This is an optimization exercise on Yosys and OpenROAD, whose aim is small area, a short achievable clock period and few clock cycles per item, not a production implementation. In this exercise RTL edits were held to simulation tests only and were not proved equivalent to the original. No activity file was given, so power comes from the tool's default toggle rates.

Design circle_mask_rect_generator_unit, start of the top module:
module circle_mask_rect_generator_unit (
  input  logic         clk,
  input  logic         rst_n,
  input  logic         in_valid,
  output logic         in_ready,
  input  logic [7:0]   in_row,
  output logic         out_valid,
  input  logic         out_ready,
  output logic [8:0]   out_x_left,
  output logic [7:0]   out_y_top,
  output logic [8:0]   out_x_right,
  output logic [7:0]   out_y_bottom,
  output logic         out_last_of_batch,
  input  logic         cfg_valid,
  output logic         cfg_ready,
  input  logic [1:0]   cfg_index,
  input  logic [13:0]  cfg_data
);
  logic signed [13:0] cx_r, cy_r;
  logic [11:0]        rad_r;
  logic [7:0] top_r, bot_r;
  logic       act_r, closed_r, open_r, band_r, wr_d;
  logic       r0_v;
  logic [7:0] y_r;
  logic       f_is0, f_inb, f_last, f_band, f_stale;
  logic       f_same, f_nxt;      
  logic       bdone_r, rph_r, have_r;
  logic               tv_r, dm_r;
  logic [7:0]         ty_r;
  logic signed [13:0] q_r;       
  logic               t_prep, t_hor;
  logic [3:0]         hcnt_r;
  logic [24:0]        hb_r;      
  logic               hbit_r;
  logic sel_clr, sel_clry, sel_prep, sel_hor, sel_move, sel_step, sel_conv;
  logic       run_open_r;
  ...
clock: 8.0 ns
lec_check: 0
abc_area: 1
cap_margin: 5
core_margin: 2
core_utilization: 40
setup_slack_margin: 3.5
slew_margin: 5
run.sh (not shown) runs the stock make flow with config.mk's settings and CLKGATE_MAP_FILE= SYNTH_SCRIPT=/design/flow/synth_recipe.tcl, a recipe that flattens the netlist after the stock synthesis.
Testbench counts at the start, summed over its fixed seeds: cycles 18,297, rows 11,528.
==> next run, changes <==
--- a/flow/config.mk
+++ b/flow/config.mk
@@ -8,2 +8 @@
-export ABC_AREA = 1
-export CAP_MARGIN = 5
+export CAP_MARGIN = 20
@@ -12,2 +11,2 @@
-export SETUP_SLACK_MARGIN = 3.5
-export SLEW_MARGIN = 5
+export SETUP_SLACK_MARGIN = 3.0
+export SLEW_MARGIN = 20
Result: Sequential power stays flat; worst setup slack is worse by 170 ps; cell area came out lower by 1.0%; utilization came out lower by 0.75 points; power came out lower by 8.6%.

circle_mask_rect_generator_unit again, from the RTL that the note above started with.
Settings: LEC_CHECK=0, CAP_MARGIN=20, CORE_MARGIN=2, CORE_UTILIZATION=55, SETUP_SLACK_MARGIN=3.5, SLEW_MARGIN=20; clock period 8.0 ns.
Testbench counts at the start, summed over its fixed seeds: cycles 18,297, rows 11,528.
==> next run, changes <==
--- a/flow/config.mk
+++ b/flow/config.mk
@@ -7,5 +7,6 @@
 export LEC_CHECK = 0
+export ABC_AREA = 1
 export CAP_MARGIN = 20
 export CORE_MARGIN = 2
-export CORE_UTILIZATION = 55
+export CORE_UTILIZATION = 40
 export SETUP_SLACK_MARGIN = 3.5
What happened:
- The new run went through all stages and came out clean
- area after synthesis came out lower slightly
- power came out higher by a few percent
- combinational power came out higher by a quarter to a third
- worst hold slack is better by 0.0090 ns
- clock-buffer cell count stays the same
- critical path depth came out lower by 4
- setup slack is better by 0.38 ns
- final cell count came out higher by about a fifth
- global-route usage came out lower by 9.5 points

Starting RTL as in the previous note.
==> flow/config.mk <==
export PLATFORM = sky130hd
export DESIGN_NAME = circle_mask_rect_generator_unit
export DESIGN_NICKNAME = circle_mask_rect_generator_unit
export VERILOG_FILES = /design/flow/design.v
export SDC_FILE = /design/flow/constraint.sdc
export NUM_CORES = 4
export LEC_CHECK = 0
export CAP_MARGIN = 20
export CORE_MARGIN = 2
export CORE_UTILIZATION = 40
export SETUP_SLACK_MARGIN = 4.0
export SLEW_MARGIN = 20
==> flow/constraint.sdc <==
create_clock -name core_clock -period 8.0 [get_ports {clk}]
set_input_delay 1.6000 -clock core_clock [delete_from_list [all_inputs] [get_ports {clk}]]
set_output_delay 1.6000 -clock core_clock [all_outputs]
set_load 0.01 [all_outputs]
Testbench counts at the start, summed over its fixed seeds: cycles 18,297, rows 11,528.
Next try:
- ABC_AREA: not set -> 1
- SETUP_SLACK_MARGIN: 4.0 -> 3.25
What happened:
- worst setup slack is better by 0.17 ns
- die area decreases slightly
- total power rose by roughly a tenth
- global-route usage shrinks by 0.67 points

## try-delta
circle_mask_rect_generator_unit again, from the RTL that the note above started with.
clock: 8.0 ns
lec_check: 0
abc_area: 1
cap_margin: 20
core_margin: 2
core_utilization: 40
setup_slack_margin: 3.0
slew_margin: 20
try-delta went all the way through synthesis, placement and routing and the layout is clean on timing, DRC and antenna.
Testbench counts of try-delta, summed over its fixed seeds: cycles 18,297, rows 11,528.
diff inputs: try-delta => try-garnet
# try-delta
export LEC_CHECK = 0
export ABC_AREA = 1
export CAP_MARGIN = 20
export CORE_MARGIN = 2
export CORE_UTILIZATION = 40
export SETUP_SLACK_MARGIN = 3.0
export SLEW_MARGIN = 20
create_clock -name core_clock -period 8.0 [get_ports {clk}]
# try-garnet
export LEC_CHECK = 0
export CAP_MARGIN = 20
export CORE_MARGIN = 2
export CORE_UTILIZATION = 40
export SETUP_SLACK_MARGIN = 2.5
export SLEW_MARGIN = 20
create_clock -name core_clock -period 8.0 [get_ports {clk}]
## What came out
Diff try-delta -> try-garnet: number of global-route vias before repair dropped 0.55%, post-layout worst setup margin -430 ps, fraction of power consumed by the clock network increased 3.0 points.
Global-route met3 utilization (higher): try-delta
Relative to try-delta, first-pass GRT wire length increased by 0.39% in try-garnet.
On total track usage, try-delta tracks try-garnet almost exactly.
try-delta → try-garnet: sum of routed wire length over all layers went up about 2.3%, total standard cell area after synthesis rose 1.2%.
When try-garnet is measured against try-delta, its core box area turns out 330 um^2 higher.
The core of try-garnet is less densely filled than that of try-delta.
Multi-input logic cell count in try-garnet is 131 lower than in try-delta
The inputs of try-onyx differ from those of try-garnet as listed below.
# try-garnet
export LEC_CHECK = 0
export CAP_MARGIN = 20
export CORE_MARGIN = 2
export CORE_UTILIZATION = 40
export SETUP_SLACK_MARGIN = 2.5
export SLEW_MARGIN = 20
create_clock -name core_clock -period 8.0 [get_ports {clk}]
# try-onyx
export LEC_CHECK = 0
export CAP_MARGIN = 20
export CORE_MARGIN = 2
export CORE_UTILIZATION = 40
export SETUP_SLACK_MARGIN = 3.5
export SLEW_MARGIN = 20
export TNS_END_PERCENT = 20
create_clock -name core_clock -period 8.0 [get_ports {clk}]
[summary]
On maximum operating frequency, try-onyx does better than try-garnet.
Relative to try-garnet, relative max-transition margin decreased by 2.8 points in try-onyx.
Routing usage on met3: try-onyx > try-garnet
Input changes introduced in try-nickel (baseline for comparison: try-onyx):
# try-onyx
export LEC_CHECK = 0
export CAP_MARGIN = 20
export CORE_MARGIN = 2
export CORE_UTILIZATION = 40
export SETUP_SLACK_MARGIN = 3.5
export SLEW_MARGIN = 20
export TNS_END_PERCENT = 20
create_clock -name core_clock -period 8.0 [get_ports {clk}]
# try-nickel
export LEC_CHECK = 0
export CAP_MARGIN = 20
export CORE_MARGIN = 2
export CORE_UTILIZATION = 40
export SETUP_SLACK_MARGIN = 4.5
export SLEW_MARGIN = 20
create_clock -name core_clock -period 8.0 [get_ports {clk}]
[summary]
try-onyx: PASS, flow complete, no timing, DRC or antenna violations. try-nickel: no failed stages, no open violations at the end. Looking at met1 global-route usage, try-nickel sits above try-onyx. try-nickel ended up with a lower proportion of power drawn by flip-flops and latches than try-onyx did. try-nickel against try-onyx: total routing resource utilization after global routing grew by 0.88 points; die area has remained practically unchanged. Diff try-nickel..try-onyx | pin count of the biggest net entering global routing | unchanged. Number of fill cells was lower in the run labelled try-nickel. Relative to try-onyx, the global-route wire length before repair of try-nickel is higher by 4.2 mm. Signed area change from the synthesized netlist to the final layout (try-nickel over try-onyx): increase, 8.6 points. Multi-input combinational cell count: try-nickel vs try-onyx — no meaningful difference. Compared try-onyx against try-nickel; number of setup violations in the final report within noise.

circle_mask_rect_generator_unit again, from the RTL that the note above started with.
export LEC_CHECK = 0
export CAP_MARGIN = 20
export CORE_MARGIN = 2
export CORE_UTILIZATION = 40
export CTS_BUF_LIST = sky130_fd_sc_hd__clkbuf_4 sky130_fd_sc_hd__clkbuf_8
export CTS_CLUSTER_SIZE = 30
export SETUP_SLACK_MARGIN = 3.5
export SLEW_MARGIN = 20
create_clock -name core_clock -period 8.0 [get_ports {clk}]
Testbench counts at the start, summed over its fixed seeds: cycles 18,297, rows 11,528.
Edit:
--- a/flow/config.mk
+++ b/flow/config.mk
@@ -6,9 +6,8 @@
 export NUM_CORES = 4
 export LEC_CHECK = 0
+export ABC_AREA = 1
 export CAP_MARGIN = 20
 export CORE_MARGIN = 2
 export CORE_UTILIZATION = 40
-export CTS_BUF_LIST = sky130_fd_sc_hd__clkbuf_4 sky130_fd_sc_hd__clkbuf_8
-export CTS_CLUSTER_SIZE = 30
-export SETUP_SLACK_MARGIN = 3.5
+export SETUP_SLACK_MARGIN = 4.0
 export SLEW_MARGIN = 20
Global-route usage fell by 0.36 points. Sequential cell count does not change. Area after synthesis fell slightly.
Edit:
--- a/flow/config.mk
+++ b/flow/config.mk
@@ -6,8 +6,9 @@
 export NUM_CORES = 4
 export LEC_CHECK = 0
-export ABC_AREA = 1
 export CAP_MARGIN = 20
 export CORE_MARGIN = 2
 export CORE_UTILIZATION = 40
-export SETUP_SLACK_MARGIN = 4.0
+export CTS_CLUSTER_DIAMETER = 100
+export CTS_CLUSTER_SIZE = 40
+export SETUP_SLACK_MARGIN = 3.5
 export SLEW_MARGIN = 20
Global-route usage fell by 0.17 points. Cell area drops by a few percent. Total power falls by a quarter to a third. Worst setup slack got worse by 230 ps. Count of clock-buffer cells in the layout decreases by 29. Sequential share of layout area came out higher by 1.7 points.
Edit:
--- a/flow/config.mk
+++ b/flow/config.mk
@@ -9,6 +9,3 @@
 export CORE_MARGIN = 2
 export CORE_UTILIZATION = 40
-export CTS_CLUSTER_DIAMETER = 100
-export CTS_CLUSTER_SIZE = 40
-export SETUP_SLACK_MARGIN = 3.5
 export SLEW_MARGIN = 20
=>
- The new run produced a clean layout
- power came out higher by 14%
- flip-flop and latch count stays the same
- routed wire length came out lower by 3.3%
- cell area came out lower by about 3.7%
- clock-buffer cell count came out higher by 30
- worst hold slack got worse by 35 ps
- sequential power hardly moves
- worst setup slack got worse by 1400 ps
- final cell count came out lower by 1.7%

## re-timing with driven ports
The results above use ideal ports. As a check the final layouts listed here were re-extracted and re-timed, cells and wires unchanged.
Step 1: set_driving_cell puts a clkbuf_16 on clk and a buf_2 on each other input, an assumption about the parent block.
Step 2, shift: input delay + t, output delay - t, t = (earliest + latest rising clock arrival at the registers) / 2. This alone moves slack from input paths to output paths.
a / b / c = no drivers / after step 1 / after step 2; a / b = the first two.
run | shift t [ns] | slack for setup (ns) | hold WS [ns] | worst setup path at the end
the first run of note 1 | 0.641 | 3.256 / 3.256 / 2.754 | 0.367 / 0.367 / 0.367 | input to register
the second run of note 1 | 0.612 | 3.086 / 3.065 / 2.480 | 0.421 / 0.421 / 0.421 | input to register
the first run of note 2 | 0.611 | 2.994 / 3.000 / 2.389 | 0.369 / 0.369 / 0.369 | input to register
the second run of note 2 | 0.637 | 3.376 / 3.377 / 2.780 | 0.378 / 0.378 / 0.378 | input to register
the first run of note 3 | 0.615 | 3.088 / 3.092 / 2.478 | 0.399 / 0.399 / 0.399 | input to register
the second run of note 3 | 0.635 | 3.255 / 3.221 / 2.686 | 0.362 / 0.362 / 0.362 | input to register
try-delta | 0.635 | 3.159 / 3.122 / 2.564 | 0.359 / 0.359 / 0.359 | input to register
try-garnet | 0.615 | 2.729 / 2.714 / 2.166 | 0.394 / 0.394 / 0.394 | input to register
try-onyx | 0.617 | 3.092 / 3.077 / 2.460 | 0.396 / 0.396 / 0.396 | input to register
try-nickel | 0.619 | 3.158 / 3.158 / 2.545 | 0.410 / 0.410 / 0.410 | input to register
the first run of note 5 | 0.700 | 3.154 / 3.154 / 2.624 | 0.422 / 0.422 / 0.422 | input to register
the second run of note 5 | 0.637 | 3.367 / 3.317 / 2.768 | 0.392 / 0.392 / 0.392 | input to register
the third run of note 5 | 0.608 | 3.133 / 3.133 / 2.600 | 0.436 / 0.436 / 0.436 | input to register
the fourth run of note 5 | 0.611 | 1.736 / 1.769 / 1.157 | 0.402 / 0.402 / 0.402 | input to register
After both steps setup and hold are still met in every run listed. The setup slack of try-onyx, which loses most, moves by -0.015 ns with the drivers and by -0.632 ns with both steps.
